This is an optimization exercise on Yosys and OpenROAD, whose aim is small area, not a production implementation.
The RTL was checked by simulation tests, not by an equivalence proof against the original design.
No activity file was given, so power comes from the tool's default toggle rates.

// rv3n_core_top
module rv3n_core_top (
	input  logic                   i_clk,
	input  logic                   i_rst,
	input  logic                   i_req,
	input  logic [2:0]             i_op,
	input  logic [5-1:0] i_rd,
	input  logic [5-1:0] i_rs0,
	input  logic [5-1:0] i_rs1,
	input  logic                   i_use_imm,
	input  logic [32-1:0]  i_imm,
	input  logic                   i_hold,
	output logic                   o_ready,
	output logic                   o_wb_valid,
	output logic [5-1:0] o_wb_rd,
	output logic [32-1:0]  o_wb_data
);
	localparam int NL = 4 + 1;
	logic [NL-1:0]                  l_valid;
	logic [NL-1:0][5-1:0] l_rd;
	logic [NL-1:0][32-1:0]  l_result;
	logic                  step;
	logic                  run;
	logic [32-1:0] opa;
	logic [32-1:0] opb;
	logic [32-1:0] alu_res;
	genvar k;
	rv3n_gsr u_gsr (
		.i_clk      (i_clk),
		.i_clr      (!run),
		.i_rs0      (i_rs0),
		.o_rs0_data (opa),
		.i_rs1      (i_rs1),
		.i_use_imm  (i_use_imm),
		.i_imm      (i_imm),
		.o_opb_data (opb),
		.i_we       (step && l_valid[0]),
		.i_wr_rd    (l_rd[0]),
		.i_wr_data  (l_result[0])
	);
	rv3n_alu u_alu (
		.i_op  (i_op),
		.i_zero(i_rst),
		.i_a   (opa),
		.i_b   (opb),
		.o_res (alu_res)
	);
	rv3n_issue u_issue (
		.i_clk     (i_clk),
		.i_rst     (i_rst),
		.i_req     (i_req),
		.i_op      (i_op),
		.i_rd      (i_rd),
		.i_rs0     (i_rs0),
		.i_rs1     (i_rs1),
		.i_use_imm (i_use_imm),
		.i_hold    (i_hold),
		.o_ready   (o_ready),
		.i_result  (alu_res),
		.o_valid   (l_valid[0]),
		.o_rd      (l_rd[0]),
		.o_result  (l_result[0]),
		.o_step    (step),
		.o_run     (run)
	);
	generate
	for (k = 0; k < 4; k++) begin : gen_stage_ch
		rv3n_stage_ch u_stage_ch (
			.i_clk      (i_clk),
			.i_rst      (i_rst),
			.in_step    (step),
			.in_valid   (l_valid[k]),
			.in_rd      (l_rd[k]),
			.in_result  (l_result[k]),
			.out_valid  (l_valid[k+1]),
			.out_rd     (l_rd[k+1]),
			.out_result (l_result[k+1])
		);
	end
	endgenerate
	assign o_wb_valid = l_valid[NL-1];
	assign o_wb_rd    = l_rd[NL-1];
  ...
For scale: roughly 2900 cells after synthesis, ~1200 flip-flops, about 49000 um2 of cells after synthesis.
==> module rv3n_alu_aoi22, before the edit <==
module rv3n_alu_aoi22 (
	input  logic [1:0] i_s,
	input  logic [1:0] i_d,
	output logic       o_yn
);
	assign o_yn = !(|(i_s & i_d));
endmodule
==> module rv3n_alu, before the edit <==
module rv3n_alu (
	input  logic [2:0]            i_op,
	input  logic                  i_zero,
	input  logic [32-1:0] i_a,
	input  logic [32-1:0] i_b,
	output logic [32-1:0] o_res
);
	localparam int W = 32;
	logic         sub;
	logic [W-1:0] p;
	logic [W-1:0] g;
	logic [W-1:0] c;
	logic [W-1:0] sum;
	logic         lt;
	logic         is_sll;
	logic [W-1:0] sh_inn;
	logic [W-1:0] sh;
	logic [W-1:0] sh_rev;
	logic         s_sum;
	logic         s_g;
	logic         s_p;
	logic         s_srl;
	logic         s_sll;
	logic         s_slt;
	logic [W-1:0] res;
	assign sub = (i_op == 3'd1) || (i_op == 3'd7);
	for (genvar i = 0; i < W; i++) begin : g_pg
		rv3n_alu_pg u_pg (.i_a(i_a[i]), .i_b(i_b[i]), .i_sub(sub), .o_p(p[i]), .o_g(g[i]));
	end
	rv3n_alu_carry #(.W(W)) u_carry (.i_p(p), .i_g(g), .i_cin(sub), .o_c(c));
	assign sum = p ^ c;
	assign lt  = p[W-1] ? sum[W-1] : i_a[W-1];
	assign is_sll = (i_op == 3'd5);
	always_comb begin
		for (int i = 0; i < W; i++) begin
			sh_rev[i] = sh[W-1-i];
		end
	end
	for (genvar i = 0; i < W; i++) begin : g_rev
		rv3n_alu_aoi22 u_rev (
			.i_s  ({is_sll, !is_sll}),
			.i_d  ({i_a[W-1-i], i_a[i]}),
			.o_yn (sh_inn[i])
		);
	end
	rv3n_alu_shr u_shr (.i_an(sh_inn), .i_s(i_b[4:0]), .o_y(sh));
	assign s_sum = !i_zero && ((i_op == 3'd0) || (i_op == 3'd1));
	assign s_g   = !i_zero && ((i_op == 3'd2) || (i_op == 3'd3));
	assign s_p   = !i_zero && ((i_op == 3'd3) || (i_op == 3'd4));
	assign s_sll = !i_zero && is_sll;
	assign s_srl = !i_zero && (i_op == 3'd6);
	assign s_slt = !i_zero && (i_op == 3'd7);
	for (genvar i = 0; i < W; i++) begin : g_out
		rv3n_alu_out u_out (
			.i_s_sum (s_sum), .i_sum (sum[i]),
			.i_s_g   (s_g),   .i_g   (g[i]),
			.i_s_p   (s_p),   .i_p   (p[i]),
			.i_s_srl (s_srl), .i_srl (sh[i]),
			.i_s_sll (s_sll), .i_sll (sh_rev[i]),
			.o_y     (res[i])
		);
	end
	assign o_res = {res[W-1:1], res[0] | (s_slt & lt)};
endmodule
==> module rv3n_rdbit, before the edit <==
module rv3n_rdbit #(
	parameter int N = 32
) (
	input  logic [N-1:0] i_sel,
	input  logic [N-1:0] i_d,
	output logic         o_q
);
	logic [10:0] y;
	for (genvar g = 0; g < 10; g++) begin : g_aoi
		rv3n_aoi222 u_aoi (
			.a0 (i_sel[3*g]),   .a1 (i_d[3*g]),
			.b0 (i_sel[3*g+1]), .b1 (i_d[3*g+1]),
			.c0 (i_sel[3*g+2]), .c1 (i_d[3*g+2]),
			.y  (y[g])
		);
	end
	if (N == 32) begin : g_two
		assign y[10] = !((i_sel[30] && i_d[30]) || (i_sel[31] && i_d[31]));
	end else begin : g_one
		assign y[10] = !(i_sel[30] && i_d[30]);
	end
	assign o_q = !(&y);
endmodule
Settings: LEC_CHECK=0, CAP_MARGIN=20, CORE_MARGIN=2, CORE_UTILIZATION=45, CTS_CLUSTER_DIAMETER=100, CTS_CLUSTER_SIZE=25, PLACE_DENSITY=0.6, SLEW_MARGIN=20, SYNTH_HIERARCHICAL=1; clock period 8.0 ns.
standard.sh (not shown) runs the stock make flow with config.mk's settings and CLKGATE_MAP_FILE= SYNTH_SCRIPT=/design/flow/synth_recipe.tcl, a recipe that flattens the netlist after the stock synthesis.
==> flow/flow/run.sh <==
#!/bin/bash
# Layout flow: the standard flow (standard.sh: standard synthesis,
# floorplan, power grid, placement, CTS, routing), with one change: the
# buffers that placement puts on every input and output port are
# sky130_fd_sc_hd__buf_1 instead of the flow's default choice.
# make's full output goes to standard.log; each ORFS step keeps its own
# log under orfs/logs/.
set -euo pipefail
bash standard.sh \
	"BUFFER_PORTS_ARGS=-buffer_cell sky130_fd_sc_hd__buf_1" \
	finish > standard.log 2>&1
The baseline went through all stages and came out clean.
Edit:
--- a/flow/design.v
+++ b/flow/design.v
@@ -155,10 +155,10 @@
 	assign o_c = {gp[W-2:0], i_cin};
 endmodule
-module rv3n_alu_aoi22 (
-	input  logic [1:0] i_s,
+module rv3n_mux2i (
+	input  logic       i_s,
 	input  logic [1:0] i_d,
 	output logic       o_yn
 );
-	assign o_yn = !(|(i_s & i_d));
+	assign o_yn = !(i_s ? i_d[1] : i_d[0]);
 endmodule
 module rv3n_alu_ao4n (
@@ -305,6 +305,6 @@
 	end
 	for (genvar i = 0; i < W; i++) begin : g_rev
-		rv3n_alu_aoi22 u_rev (
-			.i_s  ({is_sll, !is_sll}),
+		rv3n_mux2i u_rev (
+			.i_s  (is_sll),
 			.i_d  ({i_a[W-1-i], i_a[i]}),
 			.o_yn (sh_inn[i])
@@ -341,4 +341,29 @@
 	assign y = !((a0 && a1) || (b0 && b1) || (c0 && c1));
 endmodule
+module rv3n_aoi22 (
+	input  logic [1:0] i_s,
+	input  logic [1:0] i_d,
+	output logic       o_yn
+);
+	assign o_yn = !(|(i_s & i_d));
+endmodule
+module rv3n_nand4 (
+	input  logic [3:0] i_a,
+	output logic       o_y
+);
+	assign o_y = !(&i_a);
+endmodule
+module rv3n_nand3 (
+	input  logic [2:0] i_a,
+	output logic       o_y
+);
+	assign o_y = !(&i_a);
+endmodule
+module rv3n_or3 (
+	input  logic [2:0] i_a,
+	output logic       o_y
+);
+	assign o_y = |i_a;
+endmodule
 module rv3n_rdbit #(
 	parameter int N = 32
@@ -349,4 +374,5 @@
 );
 	logic [10:0] y;
+	logic [3:0]  z;
 	for (genvar g = 0; g < 10; g++) begin : g_aoi
 		rv3n_aoi222 u_aoi (
@@ -358,9 +384,18 @@
 	end
 	if (N == 32) begin : g_two
-		assign y[10] = !((i_sel[30] && i_d[30]) || (i_sel[31] && i_d[31]));
+		assign y[10] = 1'b1;
+		assign z[3]  = (i_sel[30] && i_d[30]) || (i_sel[31] && i_d[31]);
+		rv3n_nand4 u_z0 (.i_a(y[3:0]), .o_y(z[0]));
+		rv3n_nand4 u_z1 (.i_a(y[7:4]), .o_y(z[1]));
+		assign z[2] = !(y[8] && y[9]);
+		assign o_q  = |z;
 	end else begin : g_one
 		assign y[10] = !(i_sel[30] && i_d[30]);
+		assign z[3]  = 1'b0;
+		rv3n_nand4 u_z0 (.i_a(y[3:0]),  .o_y(z[0]));
+		rv3n_nand4 u_z1 (.i_a(y[7:4]),  .o_y(z[1]));
+		rv3n_nand3 u_z2 (.i_a(y[10:8]), .o_y(z[2]));
+		rv3n_or3   u_q  (.i_a(z[2:0]),  .o_y(o_q));
 	end
-	assign o_q = !(&y);
 endmodule
 module rv3n_gsr (
Wire length goes down by 15%.
Setup slack is worse by 29 ps.
Sequential power is lower by about 1%.
Area after synthesis fell by 0.55%.
Combinational power grows by about 7%.
Power rose by 0.77%.
Final cell count stays flat.
Design area decreases by 1.3%.
First-iteration DRC count fell by 16%.
Synthesized cell count grows by 1.1%.
Clock skew went down by 18 ps.
Clock power rises by about 2%.
Via count is lower by 5.9%.
Maximum frequency goes down by 0.42%.

==> re-timing with driven ports <==
No port has a modelled driver above. Below, the same layouts with a new extraction and two added sets of constraints.
Step 1 sets driving cells, clkbuf_16 on the clock port and buf_2 on the other inputs (assumed; they add their load-dependent delay and slew).
Step 2, shift: input delay + t, output delay - t, t = (earliest + latest rising clock arrival at the registers) / 2. This alone moves slack from input paths to output paths.
a / b / c = ideal ports / drivers / drivers and shift; a / b = the first two.
run | t, ns | setup slack, ns | slew at the worst register clock pin (ns) | worst data-port slew with drivers (ns)
the first run | 0.771 | 1.116 / 1.168 / 0.397 | 0.11 / 0.11 | 0.11
the second run | 0.791 | 1.087 / 1.129 / 0.338 | 0.10 / 0.10 | 0.08
After both steps every run listed still meets setup and hold. For the second run, which loses most, drivers alone change the setup slack by +0.042 ns; drivers and shift together by -0.749 ns.
